This design comes from an exercise in tuning for small area on the open sky130 flow, not from production work.
RTL that was checked went through simulation tests only; none was proved equivalent to the original.
Function not checked in run 1: the RTL went through the layout flow alone.
Power figures rest on the tool's default switching activity, not on a simulated workload.

### flow/config.mk
export PLATFORM = sky130hd
export DESIGN_NAME = synth_top
export DESIGN_NICKNAME = synth_top
export VERILOG_FILES = /design/flow/design.v
export SDC_FILE = /design/flow/constraint.sdc
export NUM_CORES = 4
export LEC_CHECK = 0
export ABC_AREA = 1
export CAP_MARGIN = 20
export CORE_MARGIN = 2
export CORE_UTILIZATION = 75
export SLEW_MARGIN = 20
### flow/constraint.sdc
create_clock -name core_clock -period 10.0 [get_ports {clk}]
set_input_delay 2.0000 -clock core_clock [delete_from_list [all_inputs] [get_ports {clk}]]
set_output_delay 2.0000 -clock core_clock [all_outputs]
set_load 0.01 [all_outputs]
### flow/design.v
package synth_pkg;
    localparam int num_voices = 4;
    localparam int midi_w     = 7;
    localparam int sample_w   = 8;
    localparam int phase_w    = 16;
    typedef enum logic [1:0] {
        wave_saw      = 2'd0,
        wave_square   = 2'd1,
        wave_triangle = 2'd2
    } waveform_t;
    localparam logic [midi_w-1:0] cc_waveform     = 7'd70;
    localparam logic [midi_w-1:0] cc_square_min   = 7'd43;
    localparam logic [midi_w-1:0] cc_triangle_min = 7'd86;
    function automatic logic [10:0] rca10(input logic [9:0] a, input logic [9:0] b, input logic cin);
        logic [10:0] c;
        logic [9:0]  x;
        c[0] = cin;
        for (int i = 0; i < 10; i++) begin
            x[i]   = a[i] ^ b[i] ^ c[i];
            c[i+1] = (a[i] & b[i]) | (c[i] & (a[i] ^ b[i]));
        end
        rca10 = {c[10], x};
    endfunction
    function automatic logic [7:0] octave_semi(input logic [6:0] note);
        logic [3:0] o;
        logic [1:0] r;
        logic [2:0] t;
        logic       ge;
        r = {1'b0, note[6]};
        for (int i = 5; i >= 2; i--) begin
            t      = {r, note[i]};
            ge     = t[2] | (t[1] & t[0]);
            o[i-2] = ge;
            r      = ge ? {t[2] & t[0], t[2] & !t[0]} : t[1:0];
        end
        octave_semi = {o, r, note[1:0]};
    endfunction
    function automatic logic [phase_w-1:0] semi_base(input logic [3:0] semi);
        case (semi)
            4'd0:    semi_base = 16'd16384;
            4'd1:    semi_base = 16'd17358;
            4'd2:    semi_base = 16'd18391;
            4'd3:    semi_base = 16'd19484;
            4'd4:    semi_base = 16'd20643;
            4'd5:    semi_base = 16'd21870;
            4'd6:    semi_base = 16'd23170;
            4'd7:    semi_base = 16'd24548;
            4'd8:    semi_base = 16'd26008;
            4'd9:    semi_base = 16'd27554;
            4'd10:   semi_base = 16'd29193;
            default: semi_base = 16'd30929;
        endcase
    endfunction
    function automatic logic [phase_w-1:0] note_incr(input logic [midi_w-1:0] note);
        logic [3:0]         octave;
        logic [3:0]         semi;
        logic [phase_w-1:0] base;
        octave = 4'(note / 7'd12);
        semi   = 4'(note % 7'd12);
        case (semi)
            4'd0:    base = 16'd16384;
            4'd1:    base = 16'd17358;
            4'd2:    base = 16'd18391;
            4'd3:    base = 16'd19484;
            4'd4:    base = 16'd20643;
            4'd5:    base = 16'd21870;
            4'd6:    base = 16'd23170;
            4'd7:    base = 16'd24548;
            4'd8:    base = 16'd26008;
            4'd9:    base = 16'd27554;
            4'd10:   base = 16'd29193;
            default: base = 16'd30929;
        endcase
        note_incr = base >> (4'd10 - octave);
    endfunction
endpackage
`timescale 1ns/1ps
module uart_rx #(
    parameter int clks_per_bit = 8
) (
    input  logic       clk,
    input  logic       rst_n,
    input  logic       di,
    output logic [7:0] byte_data,
    output logic       byte_valid,
    output logic       shifting,
    output logic       byte_end
);
    localparam logic [1:0] st_idle  = 2'd0;
    localparam logic [1:0] st_start = 2'd1;
    localparam logic [1:0] st_data  = 2'd2;
    localparam logic [1:0] st_stop  = 2'd3;
    logic [7:0]       sc;
    logic [1:0]       state;
    logic [5:0]       c;
    logic [5:0]       c_inc;
    logic [1:0]       di_sync;
    logic [7:0]       shift;
    logic             rx;
    logic             take_bit;
    assign state      = sc[7:6];
    assign c          = sc[5:0];
    assign rx         = di_sync[1];
    assign take_bit   = (state == st_data) && (c[2:0] == 3'd7);
    assign byte_data  = shift;
    assign byte_valid = (state == st_idle) && c[0];
    assign shifting   = (state == st_data);
    assign byte_end   = (state == st_stop) && (c[2:0] == 3'd7) && rx;
    assign c_inc      = 6'(synth_pkg::rca10(10'(c), 10'd0, 1'b1));
    always_ff @(posedge clk) begin
        if (!rst_n) begin
            sc         <= '0;
            di_sync    <= 2'b11;
        end else begin
            di_sync    <= {di_sync[0], di};
            case (state)
                st_idle: begin
                    sc <= {rx ? st_idle : st_start, 6'd0};
                end
                st_start: begin
                    if (c[1:0] == 2'd3) sc <= {rx ? st_idle : st_data, 6'd0};
                    else                sc <= {st_start, c_inc};
                end
                st_data: begin
                    sc <= {(c == 6'd63) ? st_stop : st_data, c_inc};
                end
                default: begin
                    if (c[2:0] == 3'd7) sc <= {st_idle, 5'd0, rx};
                    else                sc <= {st_stop, c_inc};
                end
            endcase
        end
    end
    always_ff @(posedge clk) begin
        if (take_bit) shift <= {rx, shift[7:1]};
    end
endmodule
`timescale 1ns/1ps
module midi_parser (
    input  logic                        clk,
    input  logic                        rst_n,
    input  logic [3:0]                  channel,
    input  logic [7:0]                  byte_data,
    input  logic                        byte_valid,
    input  logic                        shifting,
    output logic                        first_ev,
    output logic                        first_live,
    output logic                        cc_is_wave,
    output logic                        note_on,
    output logic                        note_off,
    output logic                        note_off_nx,
    input  logic                        byte_end,
    output logic                        note_off_nx2,
    output logic                        cc_valid
);
    typedef enum logic [1:0] {rs_none, rs_note_on, rs_note_off, rs_cc} run_t;
    run_t              run;
    logic              have_first;
    logic              is_status;
    logic              is_data;
    logic              second;
    assign is_status = byte_valid && byte_data[7] && !(&byte_data[6:3]);
    assign is_data   = byte_valid && !byte_data[7] && (run != rs_none);
    assign second    = is_data && have_first;
    assign first_ev  = is_data && !have_first;
    assign note_off_nx = second && ((run == rs_note_off) ||
                                    ((run == rs_note_on) && (byte_data[6:0] == '0)));
    assign note_off_nx2 = byte_end && !byte_data[7] && have_first &&
                          ((run == rs_note_off) || ((run == rs_note_on) && (byte_data[6:0] == '0)));
    always_ff @(posedge clk) begin
        if (!rst_n) begin
            run        <= rs_none;
            have_first <= 1'b0;
            note_on    <= 1'b0;
            note_off   <= 1'b0;
            cc_valid   <= 1'b0;
            first_live <= 1'b0;
        end else begin
            if (first_ev)      first_live <= 1'b1;
            else if (shifting) first_live <= 1'b0;
            note_on  <= second && (run == rs_note_on) && (byte_data[6:0] != '0);
            note_off <= note_off_nx;
            cc_valid <= second && (run == rs_cc);
            if (is_status) begin
                have_first <= 1'b0;
                if (byte_data[3:0] != channel) begin
                    run <= rs_none;
                end else begin
                    case (byte_data[7:4])
                        4'h9:    run <= rs_note_on;
                        4'h8:    run <= rs_note_off;
                        4'hB:    run <= rs_cc;
                        default: run <= rs_none;
                    endcase
                end
            end else if (is_data) begin
                have_first <= !have_first;
            end
        end
    end
    always_ff @(posedge clk) begin
        if (first_ev) cc_is_wave <= (byte_data[6:0] == synth_pkg::cc_waveform);
    end
endmodule
`timescale 1ns/1ps
module voice_alloc (
    input  logic                            clk,
    input  logic                            rst_n,
    input  logic                            note_on,
    input  logic                            first_ev,
    input  logic                            note_off,
    input  logic [synth_pkg::num_voices-1:0] note_match,
    input  logic [1:0]                      h,
    output logic [synth_pkg::num_voices-1:0] voice_active,
    output logic [synth_pkg::num_voices-1:0] off_sel,
    input  logic                            sample_tick,
    output logic                            fresh,
    output logic [1:0]                      pend_idx,
    output logic                            wr_note,
    output logic                            wr_vel
);
    logic [synth_pkg::num_voices-1:0] free_sel;
    logic [1:0]                       free_idx;
    logic                             free_found;
    logic                             off_found;
    logic                             pend;
    logic                             pend_vel;
    logic                             wr_ev;
    logic                             wr_now;
    logic                             wr_pend;
    always_comb begin
        free_sel   = '0;
        off_sel    = '0;
        free_idx   = '0;
        for (int i = synth_pkg::num_voices - 1; i >= 0; i--) begin
            if (!voice_active[i]) begin
                free_sel    = '0;
                free_sel[i] = 1'b1;
                free_idx    = 2'(i);
            end
            if (voice_active[i] && note_match[i]) begin
                off_sel    = '0;
                off_sel[i] = 1'b1;
            end
        end
        free_found = !(&voice_active);
        off_found  = |off_sel;
    end
    assign wr_ev   = (first_ev || note_on) && free_found;
    assign wr_now  = wr_ev && (free_idx == h);
    assign wr_pend = pend && (pend_idx == h);
    assign wr_note = (wr_now && !note_on) || (wr_pend && !pend_vel);
    assign wr_vel  = (wr_now && note_on) || (wr_pend && pend_vel);
    always_ff @(posedge clk) begin
        if (!rst_n) begin
            voice_active <= '0;
            pend         <= 1'b0;
            fresh        <= 1'b0;
        end else begin
            if (note_on && free_found) fresh <= 1'b1;
            else if (sample_tick)      fresh <= 1'b0;
            if (note_on && free_found) begin
                voice_active <= voice_active | free_sel;
            end else if (note_off && off_found) begin
                voice_active <= voice_active & ~off_sel;
            end
            if (wr_ev && (free_idx != h)) pend <= 1'b1;
            else if (pend_idx == h) pend <= 1'b0;
        end
    end
    always_ff @(posedge clk) begin
        if (first_ev || note_on) begin
            pend_idx <= free_idx;
            pend_vel <= note_on;
        end
    end
endmodule
`timescale 1ns/1ps
module synth_ctrl_regs (
    input  logic                        clk,
    input  logic                        rst_n,
    input  logic                        cc_is_wave,
    input  logic [synth_pkg::midi_w-1:0] cc_val,
    input  logic                        cc_valid,
    output synth_pkg::waveform_t        waveform
);
    logic ge_tri;
    logic ge_sq;
    assign ge_tri = cc_val[6] && (cc_val[5] || (cc_val[4] && (cc_val[3] || (cc_val[2] && cc_val[1]))));
    assign ge_sq  = cc_val[6] || (cc_val[5] && (cc_val[4] || (cc_val[3] && (cc_val[2] || (cc_val[1] && cc_val[0])))));
    always_ff @(posedge clk) begin
        if (!rst_n) begin
            waveform <= synth_pkg::wave_saw;
        end else if (cc_valid && cc_is_wave) begin
            if (ge_tri) begin
                waveform <= synth_pkg::wave_triangle;
            end else if (ge_sq) begin
                waveform <= synth_pkg::wave_square;
            end else begin
                waveform <= synth_pkg::wave_saw;
            end
        end
    end
endmodule
`timescale 1ns/1ps
module osc_bank #(
    parameter int sample_div = 64
) (
    input  logic                            clk,
    input  logic                            rst_n,
    input  logic [synth_pkg::midi_w-1:0]     din,
    input  logic                            first_live,
    input  logic                            wr_note,
    input  logic                            wr_vel,
    input  logic                            note_off,
    input  logic                            note_off_nx,
    input  logic                            note_off_nx2,
    input  logic                            fresh,
    input  logic [1:0]                      fresh_idx,
    input  logic [synth_pkg::num_voices-1:0] voice_active,
    input  logic [synth_pkg::num_voices-1:0] off_sel,
    input  synth_pkg::waveform_t            waveform,
    output logic [synth_pkg::num_voices-1:0] note_match,
    output logic [1:0]                      h,
    output logic [synth_pkg::sample_w-1:0]   mix,
    output logic                            sample_tick
);
    localparam int nv = synth_pkg::num_voices;
    localparam int pw = synth_pkg::phase_w;
    localparam int mw = synth_pkg::midi_w;
    localparam int sw = synth_pkg::sample_w;
    logic [5:0]            div;
    logic [3:0]            k;
    logic [nv-1:0][pw-1:0] r_phase;
    logic [nv-1:0][mw-1:0] r_note;
    logic [nv-1:0][mw-1:0] r_vel;
    logic [nv-1:0][sw-1:0] r_prod;
    logic [nv-1:0]         r_cy;
    synth_pkg::waveform_t  wave_t;
    logic [sw+1:0]         acc;
    logic [sw+1:0]         acc_sum;
    logic                  surv;
    logic [sw-1:0]         top;
    logic [sw-1:0]         shaped;
    logic                  tri_sel;
    logic                  saw_sel;
    logic [sw:0]           pp;
    logic [3:0]            octave;
    logic [3:0]            semi;
    logic [pw-1:0]         base;
    logic [4:0]            bidx;
    logic [31:0]           base_x;
    logic [1:0]            inc2;
    logic [2:0]            sum2;
    logic [pw-1:0]         phase_fb;
    always_ff @(posedge clk) begin
        if (!rst_n) begin
            div         <= 6'd0;
            sample_tick <= 1'b0;
        end else begin
            div         <= 6'(synth_pkg::rca10(10'(div), 10'd0, 1'b1));
            sample_tick <= (div == 6'd63);
        end
    end
    assign h = div[1:0];
    assign k = div[5:2];
    always_ff @(posedge clk) begin
        for (int v = 0; v < nv; v++) begin
            if (first_live && h == 2'(v)) note_match[v] <= (r_note[0] == din);
        end
    end
    always_comb begin
        logic rel;
        case (h)
            2'd0:    rel = note_off || note_off_nx || note_off_nx2;
            2'd1:    rel = note_off || note_off_nx;
            2'd2:    rel = note_off;
            default: rel = 1'b0;
        endcase
        surv = voice_active[h] && !(fresh && fresh_idx == h) && !(rel && off_sel[h]);
    end
    always_comb begin
        top = r_phase[0][pw-1 -: sw];
        tri_sel = (wave_t == synth_pkg::wave_triangle);
        saw_sel = (wave_t != synth_pkg::wave_square) && !tri_sel;
        shaped[0] = saw_sel ? top[0] : (top[sw-1] && !tri_sel);
        for (int i = 1; i < sw; i++) begin
            shaped[i] = saw_sel ? top[i] : top[sw-1] ^ (tri_sel && top[i-1]);
        end
        pp = 9'(synth_pkg::rca10(10'((k == 4'd1) ? '0 : r_prod[0]), 10'(r_vel[0][3'(k[2:0] - 3'd1)] ? shaped : '0), 1'b0));
    end
    always_comb begin
        {octave, semi} = synth_pkg::octave_semi(r_note[0]);
        base     = synth_pkg::semi_base(semi);
        bidx     = 5'(synth_pkg::rca10(synth_pkg::rca10(10'({k[2:0], 1'b0}), 10'd27, 1'b0), {6'd0, ~octave}, 1'b0));
        base_x   = {16'd0, base};
        inc2     = base_x[bidx +: 2];
        sum2     = 3'(synth_pkg::rca10(10'(r_phase[0][1:0]), 10'(inc2), (k[2:0] != 3'd0) && r_cy[0]));
        phase_fb = {sum2[1:0], r_phase[0][pw-1:2]};
        if (k == 4'd15 && !surv) phase_fb = '0;
    end
    always_comb begin
        acc_sum  = (sw+2)'(synth_pkg::rca10((div == 6'd60) ? '0 : acc, surv ? 10'(r_prod[0]) : '0, 1'b0));
    end
    assign mix = acc[sw+1 -: sw];
    always_ff @(posedge clk) begin
        for (int i = 0; i < nv - 1; i++) begin
            r_phase[i] <= r_phase[i+1];
            r_note[i]  <= r_note[i+1];
            r_vel[i]   <= r_vel[i+1];
            r_prod[i]  <= r_prod[i+1];
            r_cy[i]    <= r_cy[i+1];
        end
        r_phase[nv-1] <= k[3] ? phase_fb : r_phase[0];
        r_prod[nv-1]  <= (!k[3] && k[2:0] != 3'd0) ? pp[sw:1] : r_prod[0];
        r_cy[nv-1]    <= sum2[2];
        r_note[nv-1]  <= wr_note ? din : r_note[0];
        r_vel[nv-1]   <= wr_vel ? din : r_vel[0];
        acc           <= acc_sum;
        if (sample_tick) wave_t <= waveform;
    end
endmodule
`timescale 1ns/1ps
module mixer (
    input  logic                          clk,
    input  logic                          rst_n,
    input  logic [synth_pkg::sample_w-1:0] mix,
    input  logic                          sample_tick,
    input  logic                          sample_ready,
    output logic [synth_pkg::sample_w-1:0] sample,
    output logic                          sample_valid
);
    logic load;
    assign load = sample_tick && (!sample_valid || sample_ready);
    always_ff @(posedge clk) begin
        if (!rst_n) begin
            sample_valid <= 1'b0;
        end else if (load) begin
            sample_valid <= 1'b1;
        end else if (sample_ready) begin
            sample_valid <= 1'b0;
        end
    end
    always_ff @(posedge clk) begin
        if (load) sample <= mix;
    end
endmodule
`timescale 1ns/1ps
module synth_top #(
    parameter int clks_per_bit = 8,
    parameter int sample_div   = 64
) (
    input  logic                            clk,
    input  logic                            rst_n,
    input  logic                            di,
    input  logic [3:0]                      channel,
    output logic [synth_pkg::sample_w-1:0]   sample,
    output logic                            sample_valid,
    input  logic                            sample_ready,
    output logic [synth_pkg::num_voices-1:0] voice_active
);
    logic [7:0]                      byte_data;
    logic                            byte_valid;
    logic                            shifting;
    logic                            byte_end;
    logic                            note_off_nx2;
    logic                            fresh;
    logic [1:0]                      fresh_idx;
    logic                            first_ev;
    logic                            first_live;
    logic                            cc_is_wave;
    logic                            note_on;
    logic                            note_off;
    logic                            note_off_nx;
    logic                            cc_valid;
    logic [synth_pkg::num_voices-1:0] note_match;
    logic [synth_pkg::num_voices-1:0] off_sel;
    logic [1:0]                      h;
    logic                            wr_note;
    logic                            wr_vel;
    logic [synth_pkg::sample_w-1:0]   mix;
    logic                            sample_tick;
    synth_pkg::waveform_t            waveform;
    uart_rx #(
        .clks_per_bit(clks_per_bit)
    ) i_uart_rx (
        .clk(clk), .rst_n(rst_n), .di(di),
        .byte_data(byte_data), .byte_valid(byte_valid), .shifting(shifting),
        .byte_end(byte_end)
    );
    midi_parser i_midi_parser (
        .clk(clk), .rst_n(rst_n), .channel(channel),
        .byte_data(byte_data), .byte_valid(byte_valid),
        .shifting(shifting), .first_ev(first_ev), .first_live(first_live),
        .cc_is_wave(cc_is_wave),
        .note_on(note_on), .note_off(note_off), .note_off_nx(note_off_nx),
        .byte_end(byte_end), .note_off_nx2(note_off_nx2),
        .cc_valid(cc_valid)
    );
    voice_alloc i_voice_alloc (
        .clk(clk), .rst_n(rst_n),
        .note_on(note_on), .first_ev(first_ev), .note_off(note_off),
        .sample_tick(sample_tick), .fresh(fresh), .pend_idx(fresh_idx),
        .note_match(note_match), .h(h),
        .voice_active(voice_active), .off_sel(off_sel), .wr_note(wr_note), .wr_vel(wr_vel)
    );
    synth_ctrl_regs i_synth_ctrl_regs (
        .clk(clk), .rst_n(rst_n),
        .cc_is_wave(cc_is_wave), .cc_val(byte_data[6:0]), .cc_valid(cc_valid),
        .waveform(waveform)
    );
    osc_bank #(
        .sample_div(sample_div)
    ) i_osc_bank (
        .clk(clk), .rst_n(rst_n),
        .din(byte_data[6:0]), .first_live(first_live), .wr_note(wr_note), .wr_vel(wr_vel),
        .note_off(note_off), .note_off_nx(note_off_nx), .note_off_nx2(note_off_nx2),
        .fresh(fresh), .fresh_idx(fresh_idx),
        .voice_active(voice_active), .off_sel(off_sel),
        .waveform(waveform),
        .note_match(note_match), .h(h), .mix(mix), .sample_tick(sample_tick)
    );
    mixer i_mixer (
        .clk(clk), .rst_n(rst_n),
        .mix(mix), .sample_tick(sample_tick),
        .sample_ready(sample_ready), .sample(sample), .sample_valid(sample_valid)
    );
endmodule
### flow/flow/run.sh
#!/bin/bash
set -euo pipefail
cd "$(dirname "$0")/.."
bash standard.sh \
  "CTS_ARGS=-sink_clustering_enable -repair_clock_nets -dont_use_dummy_load -sink_clustering_size 20 -sink_clustering_max_diameter 50 -buf_list sky130_fd_sc_hd__clkbuf_8" \
  "BUFFER_PORTS_ARGS=-buffer_cell sky130_fd_sc_hd__buf_1" \
  "RECOVER_POWER=100" \
  finish > flow.log 2>&1
### flow/standard.sh
#!/bin/bash
# synth_recipe.tcl (not shown) runs the flow's synth.tcl, then flattens the netlist and writes it again
# the make line also repeats each setting of config.mk as NAME=value (left out here)
make -C /OpenROAD-flow-scripts/flow DESIGN_CONFIG=/design/flow/config.mk WORK_HOME=/design/flow/orfs CLKGATE_MAP_FILE= SYNTH_SCRIPT=/design/flow/synth_recipe.tcl "${@:-finish}"
==> impl_metrics.csv, run 1 <==
group,metric,value,unit
status,outcome,"no timing/DRC/antenna violations",
cts,cts_setup_buffers,0,
detailed_routing,wl_per_cell,15.8,µm
critical_path,endpoint,"i_osc_bank.acc[9]",
detailed_routing,drc,0,
power_and_ir_drop,power.static_leakage,3.78,nW
sta,clock.fmax,188,MHz
critical_path,cp-end-kind,"flop",
placed_design,gp_congestion,0.936,
die,ios,21,
cts,post_cts_resized,0,
critical_path,critPathKind,"reg -> reg",
critical_path,cp.required,10.45,ns
critical_path,ff2ff_path_depth,20,
synth,synth-main-ff-cell,"dfxtp_1",
critical_path,critPathArrivalTime,5.77,ns
cells_and_area,drive_above_1_share,4.42,%
cells_and_area,antenna_cells,0,
detailed_routing,dr.pass1.iters,5,
cts,cts_root_buffer,"clkbuf_8",
detailed_routing,antenna_left,0,
die,core_area,0.0108,mm²
critical_path,r2r_end,"i_osc_bank.acc[9]",
global_route,grt_overflow,0,
synth,post_synth_num_cell_types,45,
detailed_routing,num_vias,5786,
sta,finalWorstSetupSlack,4.68,ns
global_route,grtUsageTotal,28.6,%
critical_path,r2r_start,"i_osc_bank.div[0]",
power_and_ir_drop,peakVddDrop,0.194,mV
critical_path,cp-start-kind,"flop",
cts,cts_max_path_buffers,3,
synth,synth.avg_cell_area,9.57,µm²
cells_and_area,layout_commonest_cell,"dfxtp_1",
placed_design,hpwl,11800,µm
critical_path,crit_path_start,"i_osc_bank.div[0]",
global_route,grt_max_degree,22,
synth,synth_seq_cells,225,
placed_design,place_area,0.00846,mm²
global_route,antenna_found_initial,0,
sta,tightestPinTransition,0.997,ns
cts,cts_sinks,225,
synth,synthArstFlopShare,0,%
cts,ctsHoldBuffers,0,
die,die-area,0.0119,mm²
cts,cts_buffers,15,
synth,syn_inst,867,
critical_path,r2r_slack,4.68,ns
cells_and_area,final_core_util,79.7,%
cells_and_area,fin_area,0.00864,mm²
cells_and_area,area_growth,4.16,%
sta,clock_skew,0.0585,ns
sta,setup_viol,0,
sta,whs,0.307,ns
synth,yosys_warnings,6,
cts,cts_max_level,1,
synth,seq_area_frac_synth,57.4,%
die,die_h,109,µm
cts,clk_latency,0.51,ns
placed_design,io_buffer_count,20,
sta,final.min_clock_period,5.32,ns
critical_path,worst-path-max-fanout,8,
sta,min_period_over_period,53.2,%
sta,fin_setup_tns,0,ns
sta,hold_violations,0,
synth,syn-num-nets,921,
detailed_routing,drt_iter0_markers,543,
global_route,grt_pass1_wl,26700,µm
die,rows,38,
hold_path,hold_path_class,"reg -> reg",
synth,syn_area,0.00830,mm²
sta,rsz0062_at_grt,"no",
synth,synth_edf_count,26,
sta,timing.slew.headroom,33.5,%
global_route,grt_pass1_vias,5736,
power_and_ir_drop,p_per_area,195,mW/mm²
cts,path_clk_slew,0.11,ns
detailed_routing,routed_wl,16200,µm
cells_and_area,final_cell_mix,"199 x dfxtp_1, 188 x nand2_1, 102 x inv_1, 69 x nand3_1, 44 x nor2_1",
cells_and_area,fill_cells,702,
placed_design,place_ws,4.80,ns
flow_run,cap_viol_max_count,0,
die,initial_core_util,76.5,%
cells_and_area,fin_nets,938,
hold_path,worstHoldPathCells,0,
cts,cts_tree,"done",
die,die_x,109,µm
sta,maxSlewViolCount,0,
detailed_routing,vias_per_cell,5.66,
[cell type report]
cell class | count | area, µm² | share of cell area, %
clock buffers | 15 | 206 | 2.39
inverters | 104 | 390 | 4.52
multi-input cells | 517 | 3030 | 35.0
flip-flops and latches | 225 | 4760 | 55.1
well taps | 140 | 175 | 2.03
repair buffers | 21 | 78.8 | 0.912
[synthesized netlist by cell type (3+ instances only)]
master	number	share of area, %
clkbuf_1	13	0.59
nor2_2	3	0.23
xor2_1	10	1.1
a21oi_1	41	2.5
nor2_1	43	1.9
o21ai_1	3	0.18
inv_1	102	4.6
o211ai_1	5	0.45
buf_1	3	0.14
xnor2_1	11	1.2
nor3_1	6	0.36
edfxtp_1	26	9.4
nand2_2	12	0.90
a31oi_1	3	0.23
fa_1	19	4.6
nor4_1	5	0.38
o21ai_0	37	2.2
nand4_1	9	0.68
nand2_1	185	8.4
a21boi_0	3	0.27
ha_1	27	4.1
dfxtp_1	199	48
nand2_4	3	0.41
nand3_1	69	4.2
[metal layers]
layer,vias to the layer above,wire [µm],global-route usage [%]
met5,-,0,0
met4,0,497,9.95
met3,50,786,4.00
met2,199,7900,49.2
met1,2726,7000,37.2
li1,2811,-,-
[kinds of logic (layout without fill, tap and decap cells)]
group	after synthesis	after routing	share of synthesized area, %
xor+xnor	21	21	2.22
compound gates	104	104	7.04
mux	2	2	0.271
fa+ha+maj	46	46	8.65
buf+inv	125	140	5.91
flops	225	225	57.4
simple gates	344	344	18.5
[critical path: stages (launching register included)]
cell	delay, ns
dfxtp_1	0.51
inv_1	0.21
ha_1	0.26
a21oi_1	0.20
nand2_1	0.07
nand2_1	0.07
a21oi_1	0.05
o21ai_0	0.23
nand2_1	0.17
inv_1	0.20
nand2_1	0.11
fa_1	0.43
fa_1	0.41
fa_1	0.40
fa_1	0.42
fa_1	0.40
fa_1	0.41
fa_1	0.38
inv_1	0.07
ha_1	0.15
xnor2_1	0.11
[state kept, by name, summed over array words and instances (netlist names), 2 cells and up]
name,count
i_osc_bank.r_vel,28
i_osc_bank.r_prod,32
i_osc_bank.acc,10
i_osc_bank.r_phase,64
i_mixer.sample,8
i_midi_parser.run,2
i_uart_rx.shift,8
i_synth_ctrl_regs.waveform,2
i_osc_bank.div,6
i_voice_alloc.pend_idx,2
i_osc_bank.wave_t,2
i_uart_rx.di_sync,2
i_osc_bank.r_cy,4
i_voice_alloc.voice_active,4
i_uart_rx.sc,8
i_osc_bank.r_note,28
i_osc_bank.note_match,4
[how the worst min path moves through the flow]
stage                                from                    end  slack (ns)
finish               i_osc_bank.r_vel[11]    i_osc_bank.r_vel[4]        0.31
global route         i_osc_bank.r_vel[22]   i_osc_bank.r_vel[15]        0.31
CTS                    i_osc_bank.r_cy[3]     i_osc_bank.r_cy[2]        0.31
detailed placement   i_osc_bank.r_vel[23]   i_osc_bank.r_vel[16]        0.31
global placement    i_osc_bank.r_prod[22]  i_osc_bank.r_prod[14]        0.31
floorplan              i_osc_bank.r_cy[1]     i_osc_bank.r_cy[0]        0.31
[where the power goes]
part,internal (W),leakage (nW),total [W],switching (W)
logic,0.0000946,1.81,0.000260,0.000165
clock network,0.000136,0.108,0.000388,0.000252
registers,0.00100,1.86,0.00104,0.0000381
total,0.00123,3.78,0.00169,0.000455
[stage by stage]
| stage | power (W) | cells |
|---|---|---|
| after floorplan | 0.00125 | 867 |
| after global placement | 0.00130 | 1007 |
| after detailed placement | 0.00132 | 1007 |
| after CTS | 0.00169 | 1022 |
| after global routing | 0.00177 | 1022 |
| final | 0.00169 | 1022 |
==> run 2: changes to the inputs <==
--- a/flow/design.v
+++ b/flow/design.v
@@ -283,5 +283,6 @@
     input  logic [synth_pkg::midi_w-1:0] cc_val,
     input  logic                        cc_valid,
-    output synth_pkg::waveform_t        waveform
+    output synth_pkg::waveform_t        waveform,
+    output synth_pkg::waveform_t        wave_nx
 );
     logic ge_tri;
@@ -289,17 +290,16 @@
     assign ge_tri = cc_val[6] && (cc_val[5] || (cc_val[4] && (cc_val[3] || (cc_val[2] && cc_val[1]))));
     assign ge_sq  = cc_val[6] || (cc_val[5] && (cc_val[4] || (cc_val[3] && (cc_val[2] || (cc_val[1] && cc_val[0])))));
-    always_ff @(posedge clk) begin
-        if (!rst_n) begin
-            waveform <= synth_pkg::wave_saw;
-        end else if (cc_valid && cc_is_wave) begin
-            if (ge_tri) begin
-                waveform <= synth_pkg::wave_triangle;
-            end else if (ge_sq) begin
-                waveform <= synth_pkg::wave_square;
-            end else begin
-                waveform <= synth_pkg::wave_saw;
-            end
+    always_comb begin
+        wave_nx = waveform;
+        if (cc_valid && cc_is_wave) begin
+            if (ge_tri)     wave_nx = synth_pkg::wave_triangle;
+            else if (ge_sq) wave_nx = synth_pkg::wave_square;
+            else            wave_nx = synth_pkg::wave_saw;
         end
     end
+    always_ff @(posedge clk) begin
+        if (!rst_n) waveform <= synth_pkg::wave_saw;
+        else        waveform <= wave_nx;
+    end
 endmodule
 `timescale 1ns/1ps
@@ -320,5 +320,5 @@
     input  logic [synth_pkg::num_voices-1:0] voice_active,
     input  logic [synth_pkg::num_voices-1:0] off_sel,
-    input  synth_pkg::waveform_t            waveform,
+    input  synth_pkg::waveform_t            wave_nx,
     output logic [synth_pkg::num_voices-1:0] note_match,
     output logic [1:0]                      h,
@@ -342,8 +342,8 @@
     logic                  surv;
     logic [sw-1:0]         top;
-    logic [sw-1:0]         shaped;
     logic                  tri_sel;
     logic                  saw_sel;
-    logic [sw:0]           pp;
+    logic [sw-1:0]         pp;
+    logic                  sb;
     logic [3:0]            octave;
     logic [3:0]            semi;
@@ -384,9 +384,8 @@
         tri_sel = (wave_t == synth_pkg::wave_triangle);
         saw_sel = (wave_t != synth_pkg::wave_square) && !tri_sel;
-        shaped[0] = saw_sel ? top[0] : (top[sw-1] && !tri_sel);
-        for (int i = 1; i < sw; i++) begin
-            shaped[i] = saw_sel ? top[i] : top[sw-1] ^ (tri_sel && top[i-1]);
-        end
-        pp = 9'(synth_pkg::rca10(10'((k == 4'd1) ? '0 : r_prod[0]), 10'(r_vel[0][3'(k[2:0] - 3'd1)] ? shaped : '0), 1'b0));
+        if (saw_sel)      sb = top[k[2:0]];
+        else if (tri_sel) sb = (k[2:0] != 3'd0) && (top[sw-1] ^ top[3'(k[2:0] - 3'd1)]);
+        else              sb = top[sw-1];
+        pp = 8'(synth_pkg::rca10(10'((k[2:0] == 3'd0) ? 7'd0 : r_prod[0][sw-1:1]), 10'(sb ? r_vel[0] : 7'd0), 1'b0));
     end
     always_comb begin
@@ -413,10 +412,10 @@
         end
         r_phase[nv-1] <= k[3] ? phase_fb : r_phase[0];
-        r_prod[nv-1]  <= (!k[3] && k[2:0] != 3'd0) ? pp[sw:1] : r_prod[0];
+        r_prod[nv-1]  <= !k[3] ? pp : r_prod[0];
         r_cy[nv-1]    <= sum2[2];
         r_note[nv-1]  <= wr_note ? din : r_note[0];
         r_vel[nv-1]   <= wr_vel ? din : r_vel[0];
         acc           <= acc_sum;
-        if (sample_tick) wave_t <= waveform;
+        if (div == 6'd63) wave_t <= wave_nx;
     end
 endmodule
@@ -482,4 +481,5 @@
     logic                            sample_tick;
     synth_pkg::waveform_t            waveform;
+    synth_pkg::waveform_t            wave_nx;
     uart_rx #(
         .clks_per_bit(clks_per_bit)
@@ -508,5 +508,5 @@
         .clk(clk), .rst_n(rst_n),
         .cc_is_wave(cc_is_wave), .cc_val(byte_data[6:0]), .cc_valid(cc_valid),
-        .waveform(waveform)
+        .waveform(waveform), .wave_nx(wave_nx)
     );
     osc_bank #(
@@ -518,5 +518,5 @@
         .fresh(fresh), .fresh_idx(fresh_idx),
         .voice_active(voice_active), .off_sel(off_sel),
-        .waveform(waveform),
+        .wave_nx(wave_nx),
         .note_match(note_match), .h(h), .mix(mix), .sample_tick(sample_tick)
     );
==> flow/flow/run.sh (replaced) <==
#!/bin/bash
set -euo pipefail
cd "$(dirname "$0")/.."
bash standard.sh \
  "CTS_ARGS=-sink_clustering_enable -repair_clock_nets -dont_use_dummy_load -sink_clustering_size 16 -sink_clustering_max_diameter 45 -buf_list sky130_fd_sc_hd__clkbuf_8" \
  "BUFFER_PORTS_ARGS=-buffer_cell sky130_fd_sc_hd__buf_1" \
  finish > flow.log 2>&1
==> run 2 against run 1 <==
Via count about the same. Largest power group unchanged. Critical endpoint unchanged. Critical path depth unchanged. Non-clock buffer count increased by 1. Critical path type unchanged.
==> impl_metrics.csv, run 2 <==
group,metric,value,unit
detailed_routing,dr.pass1.iters,6,
cts,post_cts_resized,0,
placed_design,place_ws,4.96,ns
synth,ys_top_cells_by_count,"199 x dfxtp_1, 194 x nand2_1, 100 x inv_1, 54 x nand3_1, 51 x nor2_1",
sta,clock.fmax,194,MHz
placed_design,io_buffer_count,20,
sta,clock_skew,0.0581,ns
cts,clk_latency,0.53,ns
global_route,grt_overflow,0,
sta,fin_setup_tns,0,ns
synth,yosysTopAreaCell,"dfxtp_1",
synth,synth_top_family_by_area,"simple AND/OR/NAND/NOR gates",
cells_and_area,reg_top3,"i_osc_bank.r_phase: 64 flops, i_osc_bank.r_prod: 32 flops",
sta,maxSlewViolCount,0,
power_and_ir_drop,pwr-share-comb,10.1,%
sta,final.min_clock_period,5.15,ns
synth,syn-num-nets,912,
cells_and_area,fin_nets,937,
cts,ctsHoldBuffers,0,
global_route,antenna_found_initial,0,
synth,synthMuxAreaShare,0.137,%
sta,hold_violations,0,
power_and_ir_drop,total_power,0.00161,W
cells_and_area,area_growth,5.47,%
detailed_routing,maxUsedRoutingLayer,"met4",
placed_design,hpwl,12000,µm
die,die-area,0.0118,mm²
placed_design,place_inst,1001,
detailed_routing,dr_wl_met2,8450,µm
sta,min_period_over_period,51.5,%
critical_path,worst-path-max-fanout,10,
synth,synthArstFlopShare,0,%
cells_and_area,final_cell_mix,"199 x dfxtp_1, 194 x nand2_1, 100 x inv_1, 54 x nand3_1, 51 x nor2_1",
detailed_routing,m1WireLength,7110,µm
power_and_ir_drop,clkPwrFrac,28.3,%
cts,cts_buffers,21,
synth,synth-main-ff-cell,"dfxtp_1",
cts,cts_max_level,1,
placed_design,gp_congestion,0.924,
synth,syn_area,0.00823,mm²
synth,syn_inst,859,
die,rows,38,
power_and_ir_drop,intPower,0.00121,W
cells_and_area,antenna_cells,0,
power_and_ir_drop,p_per_area,185,mW/mm²
cts,cts_root_buffer,"clkbuf_8",
detailed_routing,wl_per_cell,16.6,µm
synth,yosys_warnings,6,
sta,setup_viol,0,
critical_path,critPathKind,"reg -> reg",
power_and_ir_drop,power.static_leakage,3.80,nW
die,die_h,109,µm
critical_path,slowest_stage,"dfxtp_1",
power_and_ir_drop,switching_share,24.7,%
cts,cts_max_path_buffers,3,
die,ios,21,
critical_path,crit_chain,"inv_1 -> ha_1 -> a21oi_1 -> nand2_1 -> a22oi_1 -> o21ai_0 -> nand2_1 -> nand2_1 -> inv_1 -> nand2_1 -> fa_1 -> fa_1 -> fa_1 -> fa_1 -> fa_1 -> fa_1 -> fa_1 -> inv_1 -> ha_1 -> xnor2_1",
detailed_routing,vias_per_cell,5.66,
synth,yosys.area_share.simple,18.3,%
cells_and_area,final_core_util,80.4,%
cts,cts_sinks,225,
detailed_routing,drc,0,
power_and_ir_drop,p_seq_share,61.6,%
flow_run,cap_viol_max_count,0,
die,core_area,0.0108,mm²
sta,timing.slew.headroom,29.0,%
synth,synth_edf_count,26,
cts,cts_tree,"done",
power_and_ir_drop,p_sw,0.000396,W
global_route,grt_pass1_wl,28300,µm
cts,cts_setup_buffers,0,
sta,finalWorstSetupSlack,4.85,ns
critical_path,crit_top_cell,"fa_1",
synth,seq_area_frac_synth,57.9,%
die,initial_core_util,76.3,%
status,outcome,"no timing/DRC/antenna violations",
power_and_ir_drop,peakVddDrop,0.196,mV
synth,synth.avg_cell_area,9.58,µm²
detailed_routing,drt_iter0_markers,484,
sta,tightestPinTransition,1.07,ns
hold_path,hold_path_class,"reg -> reg",
critical_path,cpPeakStageDelay,0.52,ns
critical_path,critPathArrivalTime,5.59,ns
cells_and_area,final_cells,1022,
detailed_routing,antenna_left,0,
synth,synth-xor-area-share,2.02,%
synth,yosysTopAreaCellShare,48.4,%
critical_path,cp-start-kind,"flop",
critical_path,cp-end-kind,"flop",
synth,synth-compound-area-share,7.17,%
cells_and_area,drive_above_1_share,6.12,%
detailed_routing,num_vias,5783,
cells_and_area,largest_reg_flops,64,
detailed_routing,routed_wl,16900,µm
sta,rsz0062_at_grt,"no",
critical_path,cp.required,10.44,ns
die,die_x,109,µm
synth,post_synth_num_cell_types,46,
cells_and_area,layout_commonest_cell,"dfxtp_1",
synth,netlist_top_cells_area,"dfxtp_1 48%, edfxtp_1 9.5%, nand2_1 8.8%",
global_route,grtUsageTotal,30.7,%
synth,yosysMostFrequentCell,"dfxtp_1",
cts,path_clk_slew,0.09,ns
global_route,grt_pass1_vias,5901,
global_route,grt_max_degree,31,
detailed_routing,met3_wirelength,874,µm
synth,synth_fa_ha_area_share,8.48,%
synth,synth_seq_cells,225,
cells_and_area,top_register,"i_osc_bank.r_phase",
[run 2: cell count changes after synthesis, moves of 3 or more]
cell	change
a21boi_0	-3
a21oi_1	-8
nand2_1	+9
nand3_1	-15
nor2_1	+8
o311ai_0	+3
xnor2_1	-3
[run 2: worst paths after layout]
check / start / slack [ns] / depth (start not counted) / end
max: i_osc_bank.div[0] / 4.85 / 20 / i_osc_bank.acc[9]
min: i_osc_bank.r_phase[47] / 0.31 / 0 / i_osc_bank.r_phase[31]
max reg2reg: i_osc_bank.div[0] / 4.85 / 20 / i_osc_bank.acc[9]
min reg2reg: i_osc_bank.r_phase[47] / 0.31 / 0 / i_osc_bank.r_phase[31]
[run 2: kinds of logic after synthesis]
kind of cell / Yosys count
compound gates: 102
xor+xnor: 19
fa+ha+maj: 45
buf+inv: 123
flops: 225
mux: 1
simple gates: 344
[run 2: worst max-delay path, delay by kind of cell, from the launching register on]
family,cells,cell delay [ns]
adder cells (fa/ha/maj),9,3.17
flip-flops,1,0.52
buffers and inverters,3,0.46
AND/OR/NAND/NOR,4,0.39
AO/OA/AOI/OAI,3,0.38
XOR/XNOR,1,0.11
[run 2: per-layer routing]
layer	track usage [%]	vias to the layer above
li1	-	2795
met3	4.84	55
met5	0	-
met2	54.2	207
met4	10.3	0
met1	38.7	2726
[run 2: layout make-up]
type / instances / area, µm²
Tap cell: 140 / 175
Inverter: 103 / 387
Fill cell: 691 / 2110
Clock buffer: 21 / 289
Timing Repair Buffer: 22 / 90.1
Multi-Input combinational cell: 511 / 2980
Sequential cell: 225 / 4760
[run 2: power by group through the flow]
stage          combinational, W  clock, W  sequential [W]
2_1_floorplan          0.000120         0        0.000998
4_1_cts                0.000161  0.000459        0.000988
3_5_place_dp           0.000159         0         0.00101
3_3_place_gp           0.000145         0         0.00100
5_1_grt                0.000186  0.000490        0.000994
6_report               0.000162  0.000454        0.000989
[run 2: through the flow]
stage | hold slack (ns) | instance area [µm²]
after floorplan | 0.310 | 8230
after global placement | 0.310 | 8390
after detailed placement | 0.312 | 8390
after CTS | 0.308 | 8680
after global routing | 0.308 | 8680
final | 0.310 | 8680
==> run 3: changes to the inputs <==
--- a/flow/config.mk
+++ b/flow/config.mk
@@ -9,4 +9,4 @@
 export CAP_MARGIN = 20
 export CORE_MARGIN = 2
-export CORE_UTILIZATION = 75
+export CORE_UTILIZATION = 82
 export SLEW_MARGIN = 20
==> run 3 against run 2 <==
Still clean on timing, DRC and antenna. Critical path depth rose by 1. Non-clock buffer count did not move. Clock-buffer cell count fell by 2. Critical endpoint unchanged. Largest cell class unchanged.
==> impl_metrics.csv, run 3 <==
group,metric,value,unit
status,outcome,"no timing/DRC/antenna violations",
cells_and_area,fill_cells,443,
detailed_routing,drt_iter0_markers,591,
power_and_ir_drop,peakVddDrop,0.163,mV
detailed_routing,routed_wl,19300,µm
synth,seq_area_frac_synth,57.9,%
synth,syn_inst,859,
sta,clock.fmax,185,MHz
cts,cts_setup_buffers,0,
power_and_ir_drop,power.static_leakage,3.78,nW
detailed_routing,vias_per_cell,6.04,
die,rows,36,
sta,whs,0.294,ns
synth,synth-main-ff-cell,"dfxtp_1",
power_and_ir_drop,p_seq_share,62.0,%
hold_path,hold_path_class,"reg -> reg",
placed_design,gp_congestion,0.908,
placed_design,io_buffer_count,20,
cts,path_clk_slew,0.10,ns
sta,timing.slew.headroom,36.4,%
sta,maxSlewViolCount,0,
sta,final.min_clock_period,5.42,ns
cells_and_area,layout_commonest_cell,"dfxtp_1",
die,die_h,104,µm
synth,syn_area,0.00823,mm²
cells_and_area,top_register,"i_osc_bank.r_phase",
sta,rsz0062_at_grt,"no",
synth,post_synth_num_cell_types,46,
die,core_area,0.00977,mm²
cells_and_area,largest_reg_flops,64,
flow_run,cap_viol_max_count,0,
global_route,grt_pass1_vias,6293,
synth,synthArstFlopShare,0,%
critical_path,crit_chain,"inv_1 -> ha_1 -> a21oi_1 -> nand2_1 -> a22oi_1 -> o21ai_0 -> nand2_1 -> nand2_1 -> nor2_1 -> ha_1 -> inv_1 -> fa_1 -> fa_1 -> fa_1 -> fa_1 -> fa_1 -> fa_1 -> fa_1 -> inv_1 -> ha_1 -> xnor2_1",
cts,cts_buffers,19,
power_and_ir_drop,p_sw,0.000404,W
sta,hold_violations,0,
critical_path,cpPeakStageDelay,0.54,ns
detailed_routing,num_vias,6117,
die,initial_core_util,84.2,%
power_and_ir_drop,clkPwrFrac,27.3,%
sta,min_period_over_period,54.2,%
synth,yosysTopAreaCell,"dfxtp_1",
cts,ctsHoldBuffers,0,
synth,netlist_top_cells_area,"dfxtp_1 48%, edfxtp_1 9.5%, nand2_1 8.8%",
critical_path,cp-start-kind,"flop",
cells_and_area,area_growth,5.03,%
die,ios,21,
global_route,antenna_found_initial,0,
cts,cts_max_path_buffers,3,
synth,ys_top_cells_by_count,"199 x dfxtp_1, 194 x nand2_1, 100 x inv_1, 54 x nand3_1, 51 x nor2_1",
synth,yosys_warnings,6,
sta,tightestPinTransition,0.954,ns
power_and_ir_drop,p_per_area,185,mW/mm²
critical_path,critPathArrivalTime,5.83,ns
critical_path,path_buf_inv,3,
cells_and_area,fin_area,0.00865,mm²
sta,setup_viol,0,
cts,clk_latency,0.51,ns
critical_path,critPathKind,"reg -> reg",
cts,cts_max_level,1,
synth,yosysMostFrequentCell,"dfxtp_1",
cts,cts_root_buffer,"clkbuf_8",
cts,cts_tree,"done",
cells_and_area,drive_above_1_share,5.91,%
cells_and_area,antenna_cells,0,
synth,synth.avg_cell_area,9.58,µm²
cells_and_area,reg_top3,"i_osc_bank.r_phase: 64 flops, i_osc_bank.r_prod: 32 flops",
cells_and_area,final_cell_mix,"199 x dfxtp_1, 194 x nand2_1, 100 x inv_1, 54 x nand3_1, 51 x nor2_1",
cts,cts_sinks,225,
critical_path,slowest_stage,"dfxtp_1",
detailed_routing,wl_per_cell,19.0,µm
critical_path,cp-end-kind,"flop",
global_route,grt_overflow,0,
critical_path,crit_top_cell,"fa_1",
power_and_ir_drop,switching_share,25.3,%
detailed_routing,drc,0,
placed_design,place_area,0.00838,mm²
critical_path,cp.required,10.41,ns
detailed_routing,antenna_left,0,
critical_path,cp_top_family,"adder cells",
power_and_ir_drop,intPower,0.00119,W
placed_design,hpwl,13500,µm
synth,syn-num-nets,912,
synth,synth_edf_count,26,
sta,clock_skew,0.0664,ns
synth,synth_seq_cells,225,
critical_path,worst-path-max-fanout,10,
global_route,grt_pass1_wl,31200,µm
die,die-area,0.0109,mm²
detailed_routing,dr.pass1.iters,5,
power_and_ir_drop,pwr-share-comb,10.7,%
global_route,grtUsageTotal,36.4,%
global_route,grt_max_degree,31,
synth,yosysTopAreaCellShare,48.4,%
sta,fin_setup_tns,0,ns
die,die_x,104,µm
cells_and_area,fin_nets,935,
cts,post_cts_resized,0,
## run 3: cells by family (layout without fill, tap and decap cells)
group	after synthesis	count (layout)	synth area share [%]
fa+ha+maj	45	45	8.48
buf+inv	123	144	5.96
simple gates	344	344	18.3
mux	1	1	0.137
flops	225	225	57.9
xor+xnor	19	19	2.02
compound gates	102	102	7.17
## run 3: final cells by class
cell class,instances,area [µm²],share of cell area [%]
Tap cell,133,166,1.92
Timing Repair Buffer,22,90.1,1.04
Sequential cell,225,4760,55.1
Clock buffer,19,262,3.02
Inverter,103,387,4.47
Multi-Input combinational cell,511,2980,34.4
## run 3: layer usage
layer,share of wire (%),vias to the layer above,GRT usage [%]
met1,37,2887,42.7
li1,-,2785,-
met2,51,345,65.0
met3,7.3,100,5.39
met4,5.3,0,18.2
met5,0,-,0
## run 3: final timing paths
path                                            start              endpoint  slack (ns)  cells after the start
worst max register to register      i_osc_bank.div[0]     i_osc_bank.acc[9]        4.58                     21
worst min register to register  i_osc_bank.r_prod[12]  i_osc_bank.r_prod[4]        0.29                      0
worst min-delay path            i_osc_bank.r_prod[12]  i_osc_bank.r_prod[4]        0.29                      0
worst max-delay path                i_osc_bank.div[0]     i_osc_bank.acc[9]        4.58                     21
## run 3: metrics by stage
stage	std cells	util, %	power (W)	setup slack (ns)
after floorplan	859	-	0.00112	5.27
after global placement	994	85.8	0.00115	5.14
after detailed placement	994	85.8	0.00117	4.76
after CTS	1013	88.5	0.00159	4.68
after global routing	1013	88.5	0.00165	4.29
final	1013	88.5	0.00160	4.58
## run 3: power groups by stage
stage / clock network [W] / registers [W] / logic (W)
3_5_place_dp: 0 / 0.00101 / 0.000162
5_1_grt: 0.000464 / 0.000995 / 0.000190
6_report: 0.000436 / 0.000991 / 0.000170
3_3_place_gp: 0 / 0.00100 / 0.000143
4_1_cts: 0.000434 / 0.000990 / 0.000167
2_1_floorplan: 0 / 0.000998 / 0.000120
## run 3: worst reg2reg max path, cell delays in order (launching register included)
cell and delay [ns]:
dfxtp_1 0.54, inv_1 0.21, ha_1 0.27, a21oi_1 0.16, nand2_1 0.09, a22oi_1 0.18, o21ai_0 0.14, nand2_1 0.09
nand2_1 0.16, nor2_1 0.19, ha_1 0.17, inv_1 0.05, fa_1 0.38, fa_1 0.39, fa_1 0.40, fa_1 0.42
fa_1 0.41, fa_1 0.39, fa_1 0.37, inv_1 0.07, ha_1 0.15, xnor2_1 0.12

[separate check: timing with driven ports]
The results above use ideal ports. As a check the final layouts listed here were re-extracted and re-timed, cells and wires unchanged. Step 1, drivers: a clkbuf_16 drives clk and a buf_2 each remaining input, both assumed. Step 2 also shifts input and output timing later by t, the mid clock arrival at the registers, as if the neighbouring blocks saw the same clock. Three values: no drivers, after step 1, after step 2; two values: the first two.
run	shift t [ns]	setup WS [ns]	worst setup path at the end	worst slew at a driven data input, ns	pins driven straight from the clock port
run 1	0.516	4.682 / 4.682 / 4.682	register to register	0.04	1
run 2	0.529	4.850 / 4.850 / 4.850	register to register	0.03	1
run 3	0.518	4.584 / 4.584 / 4.584	register to register	0.03	1
After both steps setup and hold are still met in every run listed.
